What follows belongs to an exercise in optimizing a design on an open flow for small area; a production flow would make more cautious choices.
In this exercise RTL edits were held to simulation tests only and were not proved equivalent to the original.
Power is estimated from default activity; no workload was simulated.

// seat_reservation_ctrl
module seat_reservation_ctrl
#(
  parameter int unsigned NUM_SEATS = 32,
  parameter int unsigned USER_W    = 8,
  localparam int unsigned SEAT_W   = $clog2(NUM_SEATS)
) (
  input  logic                 clk,
  input  logic                 rst_n,
  input  logic                 rst_timer,
  input  logic [10:0]          time_in,
  input  logic                 req_valid,
  output logic                 req_ready,
  input  logic [1:0]           req_op,
  input  logic [SEAT_W-1:0]    req_seat,
  input  logic [USER_W-1:0]    req_user,
  input  logic [7:0]           req_dur,
  output logic                 rsp_valid,
  output logic [1:0]           rsp_status,
  output logic [NUM_SEATS-1:0] seat_occupied,
  output logic [SEAT_W:0]      free_count
);
Size: about 2100 cells after synthesis, about 80 I/O pins.
Settings: LEC_CHECK=0, CAP_MARGIN=10, CORE_MARGIN=2, CORE_UTILIZATION=70, GPL_TIMING_DRIVEN=0, PLACE_DENSITY=0.8, SETUP_SLACK_MARGIN=0.35, SLEW_MARGIN=10, SYNTH_HIERARCHICAL=1; clock period 10.0 ns.
standard.sh (not shown) runs the stock make flow with config.mk's settings and CLKGATE_MAP_FILE= SYNTH_SCRIPT=/design/flow/synth_recipe.tcl, a recipe that flattens the netlist after the stock synthesis.
==> flow/flow/run.sh <==
#!/bin/bash
set -uo pipefail
W=$PWD
F=$W/flow
RES=$W/orfs/results/$FLOW_PLATFORM/seat_reservation_ctrl/base
LIB=$FLOW_HOME/platforms/$FLOW_PLATFORM/lib/sky130_fd_sc_hd__tt_025C_1v80.lib

bash standard.sh synth > $W/log_std_synth.txt 2>&1 || { echo "standard synth failed"; exit 1; }
cp $RES/1_2_yosys.v $W/ref_1_2_yosys.v

# 2. own synthesis in a separate ORFS work home
python3 $F/genmodels.py $LIB $W/comb_models.v > $W/log_genmodels.txt 2>&1
sed -e "s#WORK_HOME=[^ ]*#WORK_HOME=$W/own#" -e "s#SYNTH_SCRIPT=[^ ]*#SYNTH_SCRIPT=$F/own_synth.tcl#" \
  -e "s#^if \[\[ -f .*#if false; then#" standard.sh > $W/own_synth.sh
OWN_FLOW_DIR=$F OWN_MODELS=$W/comb_models.v bash $W/own_synth.sh synth > $W/log_own_synth.txt 2>&1
OWN=$W/own/results/$FLOW_PLATFORM/seat_reservation_ctrl/base/1_2_yosys.v
if [[ -f $OWN ]] && python3 $F/check_regs.py $W/ref_1_2_yosys.v $OWN > $W/log_check_regs.txt 2>&1; then
  cp $OWN $RES/1_2_yosys.v
  touch $RES/1_2_yosys.v
  echo "using own synthesis"
else
  echo "own synthesis not used"
fi

# 3. the standard layout steps on that netlist, with a leaner clock tree (no dummy loads,
#    smaller buffers) and small port buffers
export CTS_ARGS="-sink_clustering_enable -repair_clock_nets -dont_use_dummy_load -buf_list {sky130_fd_sc_hd__clkbuf_8} -sink_clustering_size 18 -sink_clustering_max_diameter 75"
export BUFFER_PORTS_ARGS="-buffer_cell sky130_fd_sc_hd__buf_1"
# the timing and design repair may use only the small buffers (buf_1, buf_2, buf_4)
for step in FLOORPLAN RESIZE CTS GLOBAL_ROUTE DETAIL_ROUTE; do export PRE_${step}_TCL=$F/small_bufs.tcl; done
bash standard.sh finish > $W/log_layout.txt 2>&1
Other scripts of this flow, unchanged in this note and not shown: flow/flow/area.abc, flow/flow/check_regs.py, flow/flow/genmodels.py, flow/flow/own_synth.tcl, flow/flow/small_bufs.tcl
The baseline finished with timing, DRC and antenna clean.
Then changed:
--- a/flow/flow/run.sh
+++ b/flow/flow/run.sh
@@ -27 +27 @@
-export CTS_ARGS="-sink_clustering_enable -repair_clock_nets -dont_use_dummy_load -buf_list {sky130_fd_sc_hd__clkbuf_8} -sink_clustering_size 18 -sink_clustering_max_diameter 75"
+export CTS_ARGS="-sink_clustering_enable -repair_clock_nets -dont_use_dummy_load -buf_list {sky130_fd_sc_hd__clkbuf_8} -sink_clustering_size 16 -sink_clustering_max_diameter 75"
The changed run finished clean; count of clock-buffer cells in the layout went up by 5; total power rose by 0.70%; clock power climbs by about 4%; routed wire length rises by 0.44%; global-route usage came out higher by 0.31 points; synthesized cell count is unchanged; setup slack gains 130 ps.

port drivers added, routing unchanged:
How much do the figures lean on ideal ports? The routed layouts below were timed once more, with nothing changed but the port constraints.
Step 1, drivers: a clkbuf_16 drives clk and a buf_2 each remaining input, both assumed.
Step 2, shift: input delay + t, output delay - t, t = (earliest + latest rising clock arrival at the registers) / 2. This alone moves slack from input paths to output paths.
Three values: ideal ports, drivers, drivers and shift; two values: the first two.
| run | shift t [ns] | setup slack, ns | worst setup path at the end | worst register clock-pin slew, ns |
|---|---|---|---|---|
| the first run | 0.665 | 0.550 / 0.581 / -0.084 | input to register | 0.11 / 0.11 |
| the second run | 0.675 | 0.680 / 0.707 / 0.031 | input to register | 0.11 / 0.11 |
With both steps, setup timing fails in the first run, where it was met with ideal ports. The setup slack of the second run, which loses most, moves by +0.027 ns with the drivers and by -0.649 ns with both steps.
